Context: an optimization exercise on an open-source flow, tuned for small area. The choices shown serve that exercise and are no tape-out recipe. The RTL was checked by simulation tests, not by an equivalence proof against the original design. Power figures rest on the tool's default switching activity, not on a simulated workload.

## flow/run.sh

```bash
#!/bin/bash
# synth_recipe.tcl (not shown) runs the flow's synth.tcl, then flattens the netlist and writes it again
# the make line also repeats each setting of config.mk as NAME=value (left out here)
make -C /OpenROAD-flow-scripts/flow DESIGN_CONFIG=/design/flow/config.mk WORK_HOME=/design/flow/orfs CLKGATE_MAP_FILE= SYNTH_SCRIPT=/design/flow/synth_recipe.tcl finish
```

## flow/config.mk

```make
export PLATFORM = sky130hd
export DESIGN_NAME = vec_dot_loader
export DESIGN_NICKNAME = vec_dot_loader
export VERILOG_FILES = /design/flow/design.v
export SDC_FILE = /design/flow/constraint.sdc
export NUM_CORES = 4
export LEC_CHECK = 0
export CAP_MARGIN = 20
export CORE_MARGIN = 2
export CORE_UTILIZATION = 40
export SLEW_MARGIN = 20
```

## flow/constraint.sdc

```tcl
create_clock -name core_clock -period 6.0 [get_ports {clk_i}]
set_input_delay 1.2000 -clock core_clock [delete_from_list [all_inputs] [get_ports {clk_i}]]
set_output_delay 1.2000 -clock core_clock [all_outputs]
set_load 0.01 [all_outputs]
```

## flow/design.v

```verilog
module vec_dot_loader #(
  parameter int unsigned EXP_WIDTH = 8,
  parameter int unsigned MAN_WIDTH = 23,
  parameter int          BIAS      = -127,
  parameter int unsigned VEC_SIZE  = 17,
  localparam int unsigned FloatWidth = 1 + EXP_WIDTH + MAN_WIDTH,
  localparam int unsigned VecWidth   = VEC_SIZE * FloatWidth,
  localparam int unsigned CountWidth = $clog2(VEC_SIZE + 1),
  localparam int unsigned IdxWidth   = (VEC_SIZE > 1) ? $clog2(VEC_SIZE) : 1
) (
  input  logic                  clk_i,
  input  logic                  rst_ni,
  input  logic                  in_valid_i,
  output logic                  in_ready_o,
  input  logic [FloatWidth-1:0] in_lhs_i,
  input  logic [FloatWidth-1:0] in_rhs_i,
  input  logic                  in_last_i,
  output logic                  out_valid_o,
  input  logic                  out_ready_i,
  output logic [VecWidth-1:0]   out_lhs_o,
  output logic [VecWidth-1:0]   out_rhs_o,
  output logic [CountWidth-1:0] out_count_o
);
  if (BIAS > 0) begin : g_bias_positive
  end
  logic [VecWidth-1:0]   lhs0_q, lhs0_d, lhs1_q, lhs1_d;
  logic [VecWidth-1:0]   rhs0_q, rhs0_d, rhs1_q, rhs1_d;
  logic [CountWidth-1:0] cnt0_q, cnt0_d, cnt1_q, cnt1_d;
  logic [1:0]            full_q, full_d;
  logic                  wr_bank_q, wr_bank_d;
  logic                  rd_bank_q, rd_bank_d;
  logic [IdxWidth-1:0]   wr_idx_q, wr_idx_d;
  logic accept, release_bank;
  assign in_ready_o   = ~full_q[wr_bank_q];
  assign out_valid_o  = full_q[rd_bank_q];
  assign accept       = in_valid_i & in_ready_o;
  assign release_bank = out_valid_o & out_ready_i;
  assign out_lhs_o   = out_valid_o ? (rd_bank_q ? lhs1_q : lhs0_q) : '0;
  assign out_rhs_o   = out_valid_o ? (rd_bank_q ? rhs1_q : rhs0_q) : '0;
  assign out_count_o = out_valid_o ? (rd_bank_q ? cnt1_q : cnt0_q) : '0;
  always_comb begin
    lhs0_d    = lhs0_q;
    lhs1_d    = lhs1_q;
    rhs0_d    = rhs0_q;
    rhs1_d    = rhs1_q;
    cnt0_d    = cnt0_q;
    cnt1_d    = cnt1_q;
    full_d    = full_q;
    wr_bank_d = wr_bank_q;
    wr_idx_d  = wr_idx_q;
    rd_bank_d = rd_bank_q;
    if (accept) begin
      for (int i = 0; i < int'(VEC_SIZE); i++) begin
        if (wr_idx_q == IdxWidth'(i)) begin
          if (wr_bank_q) begin
            lhs1_d[i*FloatWidth +: FloatWidth] = in_lhs_i;
            rhs1_d[i*FloatWidth +: FloatWidth] = in_rhs_i;
          end else begin
            lhs0_d[i*FloatWidth +: FloatWidth] = in_lhs_i;
            rhs0_d[i*FloatWidth +: FloatWidth] = in_rhs_i;
          end
        end
      end
      if (wr_idx_q == IdxWidth'(VEC_SIZE - 1) || in_last_i) begin
        full_d[wr_bank_q] = 1'b1;
        if (wr_bank_q) cnt1_d = CountWidth'(wr_idx_q) + CountWidth'(1);
        else           cnt0_d = CountWidth'(wr_idx_q) + CountWidth'(1);
        wr_bank_d         = ~wr_bank_q;
        wr_idx_d          = '0;
      end else begin
        wr_idx_d = wr_idx_q + IdxWidth'(1);
      end
    end
    if (release_bank) begin
      if (rd_bank_q) begin
        lhs1_d = '0;
        rhs1_d = '0;
        cnt1_d = '0;
      end else begin
        lhs0_d = '0;
        rhs0_d = '0;
        cnt0_d = '0;
      end
      full_d[rd_bank_q] = 1'b0;
      rd_bank_d         = ~rd_bank_q;
    end
  end
  always_ff @(posedge clk_i or negedge rst_ni) begin
    if (!rst_ni) begin
      lhs0_q    <= '0;
      lhs1_q    <= '0;
      rhs0_q    <= '0;
      rhs1_q    <= '0;
      cnt0_q    <= '0;
      cnt1_q    <= '0;
      full_q    <= '0;
      wr_bank_q <= 1'b0;
      wr_idx_q  <= '0;
      rd_bank_q <= 1'b0;
    end else begin
      lhs0_q    <= lhs0_d;
      lhs1_q    <= lhs1_d;
      rhs0_q    <= rhs0_d;
      rhs1_q    <= rhs1_d;
      cnt0_q    <= cnt0_d;
      cnt1_q    <= cnt1_d;
      full_q    <= full_d;
      wr_bank_q <= wr_bank_d;
      wr_idx_q  <= wr_idx_d;
      rd_bank_q <= rd_bank_d;
    end
  end
endmodule
```

==> run notes <==
sequential cells by signal (all words and copies together) (netlist names):
register and count:
rhs0_q 544, lhs0_q 544, rd_bank_q 1, wr_bank_q 1, cnt0_q 5, full_q 2, rhs1_q 544, wr_idx_q 5
lhs1_q 544, cnt1_q 5
Yosys cell counts (3+ instances only):
master / count / share of area
buf_6: 151 / 0.016
mux2i_1: 3023 / 0.28
buf_1: 10 / 0.00035
clkbuf_1: 266 / 0.0094
nand3b_1: 3 / 0.00021
o22ai_1: 3 / 0.00018
nand3_1: 154 / 0.0072
buf_2: 447 / 0.021
ha_1: 6 / 0.00070
dfrtp_1: 2195 / 0.51
nor2_1: 1095 / 0.039
and3_1: 4 / 0.00023
o21ai_0: 119 / 0.0056
nand2_1: 2310 / 0.081
o21ai_1: 10 / 0.00047
inv_1: 12 / 0.00042
buf_4: 61 / 0.0043
a21oi_1: 262 / 0.012
nor2b_1: 3 / 0.00018
or2_2: 4 / 0.00023
layout by cell type, fill, tap and decap left out, types with 3 or more instances in the layout:
cell type	Yosys	routed
or2_2	4	4
nand3b_1	3	3
nand2_1	2310	2287
clkbuf_8	0	57
buf_8	0	4
nor2_1	1095	1095
o21ai_1	10	10
nand2_2	0	23
inv_1	12	12
nand3_1	154	129
o22ai_1	3	3
and3_4	0	3
clkinv_2	0	41
clkbuf_1	266	55
clkbuf_16	0	237
inv_6	0	5
clkinv_16	0	6
ha_1	6	6
o21ai_0	119	119
bufinv_16	0	12
clkdlybuf4s50_1	0	1162
diode_2	0	7
a21oi_1	262	262
buf_16	0	4
inv_16	0	5
clkinvlp_4	0	3
nand3_4	0	25
mux2i_1	3023	3023
buf_12	0	54
dfrtp_1	2195	2194
buf_4	61	146
metrics by stage:
stage / hold WS, ns / util / setup slack [ns] / std cells
after detailed placement: 0.515 / 0.453 / 1.42 / 14100
final: 0.129 / 0.483 / 0.465 / 14600
after floorplan: 0.499 / - / 3.34 / 10200
after global placement: 0.508 / 0.452 / 1.48 / 14100
after global routing: 0.0912 / 0.483 / 0.334 / 14600
after CTS: 0.273 / 0.483 / 0.436 / 14600
path summary, 6_finish.rpt:
check / startpoint / end / slack (ns) / cells after the start
setup / recovery: rd_bank_q$_DFFE_PN0P_ / out_rhs_o[9] / 0.47 / 5
hold / removal: rst_ni / lhs0_q[306]$_DFF_PN0_ / 0.13 / 1
setup reg to reg: rd_bank_q$_DFFE_PN0P_ / lhs1_q[468]$_DFF_PN0_ / 1.58 / 5
hold reg to reg: lhs0_q[511]$_DFF_PN0_ / lhs0_q[511]$_DFF_PN0_ / 0.52 / 2
max in group asynchronous: rst_ni / rhs0_q[350]$_DFF_PN0_ / 3.91 / 3
min in group core_clock: lhs0_q[511]$_DFF_PN0_ / lhs0_q[511]$_DFF_PN0_ / 0.52 / 2
power by group through the flow:
stage	sequential [W]	clock, W	combinational (W)
after global placement	0.0185	0	0.0156
final	0.0184	0.0149	0.0160
after detailed placement	0.0186	0	0.0159
after CTS	0.0183	0.0151	0.0159
after global routing	0.0186	0.0157	0.0168
after floorplan	0.0180	0	0.0100
routing by layer:
metal | part of all wire | GRT usage | vias up
li1 | - | - | 35100
met1 | 0.41 | 0.401 | 42300
met2 | 0.46 | 0.474 | 3435
met3 | 0.069 | 0.0561 | 762
met4 | 0.057 | 0.151 | 6
met5 | 0.000093 | 0 | -
worst register-to-register path, cell delays in order, from the launching register on:
cell     delay, ns
dfrtp_4       0.90
buf_12        0.57
nand3_4       0.96
buf_12        0.49
nand2_1       1.05
mux2i_1       0.24
layout make-up:
type / instances / area (um^2) / area share
Antenna cell: 7 / 17.5 / 0.000137
Inverter: 14 / 52.6 / 0.000411
Clock inverter: 75 / 946 / 0.00739
Timing Repair Buffer: 1371 / 14000 / 0.109
Tap cell: 3533 / 4420 / 0.0345
Sequential cell: 2195 / 54900 / 0.429
Multi-Input combinational cell: 7028 / 46700 / 0.365
Clock buffer: 349 / 6920 / 0.0541
cell families after synthesis:
family                     Yosys count  share of synthesized area
and+or+nand+nor                   3595                      0.130
adders and majority gates            6                   0.000704
AOI/OAI and AO/OA                  402                     0.0191
DFF                               2195                      0.515
muxes                             3023                      0.284
buffers and inverters              951                     0.0515
xor gates and xnor gates             2                   0.000164
==> results by group <==
Timing
  – RSZ-0062 raised after global routing: no
  – Max_slew headroom: 0.119
  – Tcrit/Tclk final: 0.922
  – Fin Setup TNS: 0 ns
  – Post-route minimum period: approximately 5.5 ns
  – Skew final: 0.0725 ns
  – Final hold vios: 0
  – Slew Viols, Final: 0
  – Final setup fails: 0
  – Slew @ Worst Pin: ~1.3 ns
  – Max Freq: 181 MHz

Global routing
  – First-pass GRT wire length: 602000 um
  – Vias in the first global route: approximately 82000
  – Initial antenna violation count: 11
  – Overall Global Routing Usage: 0.302
  – Largest net degree at the start of global routing: 196
  – GRT overflow: 0

Power
  – Clock share of power: 0.303
  – Final total power: 0.0492 W
  – Power density over the cells: 385 nW/um^2
  – Internal: between 0.03 and 0.04 W
  – Net Sw Power: 0.0186 W
  – Combinational power share: 0.324
  – Worst VDD drop: 0.000400 V
  – Net Sw Frac: 0.378
  – Seq pwr share: 0.373
  – Leak Pwr: 66.6 nW

Floorplan
  – Die Span X: 520 um
  – I/O Pins: 1164
  – Initial core utilization: 0.402
  – Chip height: between 500 and 600 um
  – Core area: 265000 um^2
  – Row count: 189
  – Die ar.: 271000 um^2

Critical path
  – Crit path max fanout: 123
  – CP endpoint kind: primary output
  – Slowest CP cell: dfrtp_4
  – Arrival time at the worst endpoint: 4.33 ns
  – Cell Chain, Critical Path: buf_4, buf_12, mux2i_1, nor2_1, clkdlybuf4s50_1
  – Cell family with most CP delay: buffers and inverters
  – CP peak stage delay: around 0.90 ns
  – Critical path required time: 4.80 ns
  – CP Class: register to primary output
  – Crit path buffers/inverters: 3
  – Startpoint types: register

Clock network
  – Clock Latency Late Sink: 0.91 ns
  – Post-CTS sizing: 0
  – Setup Buffers After CTS: 0
  – Reg clk slew, reported paths: 0.06 ns
  – H-tree levels: 4
  – Root buf cell: clkbuf_16
  – Clk sinks: 2195
  – TritonCTS clock tree: yes
  – CTS buffer count: between 200 and 250
  – Post-CTS Hold Buffers: 0
  – CTS max path bufs: 3

Placed design
  – HPWL Detailed: approximately 270000 um
  – DP Area: roughly 120000 um^2
  – Port buffer count: 1163
  – Placer Congestion: 0.862

Routing
  – Vias per Instance: 5.60
  – WL final: between 400000 and 500000 um
  – DR WL/cell: a little under 30 um
  – Final ANT Viol Nets: 0
  – Routed vias: 81600
  – Initial drt markers: 7868
  – DRC: 0
  – 1st-pass router iterations: 7

Logic synthesis
  – Syn Area/Cell: between 10 and 15 um^2
  – Syn Std Cell Area: 107000 um^2
  – Post-synthesis cell type count: 43
  – Seq/Total Area, Yosys: 0.515
  – Post-synth EDFFs: 0
  – Synthesized flop and latch total: 2195
  – Post-Synthesis Cells: 10200
  – Synth warn: 1
  – Dominant synthesized flop cell: dfrtp_1
  – Mapped Nets: 10200
  – Ys async rst share: 1.00

Layout
  – Final Cell Area: 128000 um^2
  – Area delta synth->final: 20.0%
  – Share of layout cells above drive strength 1: 0.0591
  – Filler cell count: around 24000
  – Total Nets Final: 10900

Hold path
  – Hold Path Class: input port to asynchronous set/reset pin

Job
  – Max-cap violations: 0

Run status
  – Status: complete, no violations

==> port drivers added, routing unchanged <==
The results above use ideal ports. As a check the final layout listed here was re-extracted and re-timed, cells and wires unchanged.
Step 1 sets driving cells, clkbuf_16 on the clock port and buf_2 on the other inputs (assumed; they add their load-dependent delay and slew).
Step 2 times the ports against the registers' clock, not the clock port: input delays grow and output delays shrink by t, the midpoint of the rising clock arrivals with the driver on.
a / b / c = no drivers / after step 1 / after step 2; a / b = the first two.
t, ns: 0.977
setup WS [ns]: 0.465 / 0.362 / 1.339
worst hold slack (ns): 0.129 / 0.112 / 0.518
worst setup path after step 2: register to output
worst register clock-pin slew, ns: 0.07 / 0.07
After both steps setup and hold are still met in this run. The setup slack of this run moves by -0.103 ns with the drivers and by +0.874 ns with both steps.
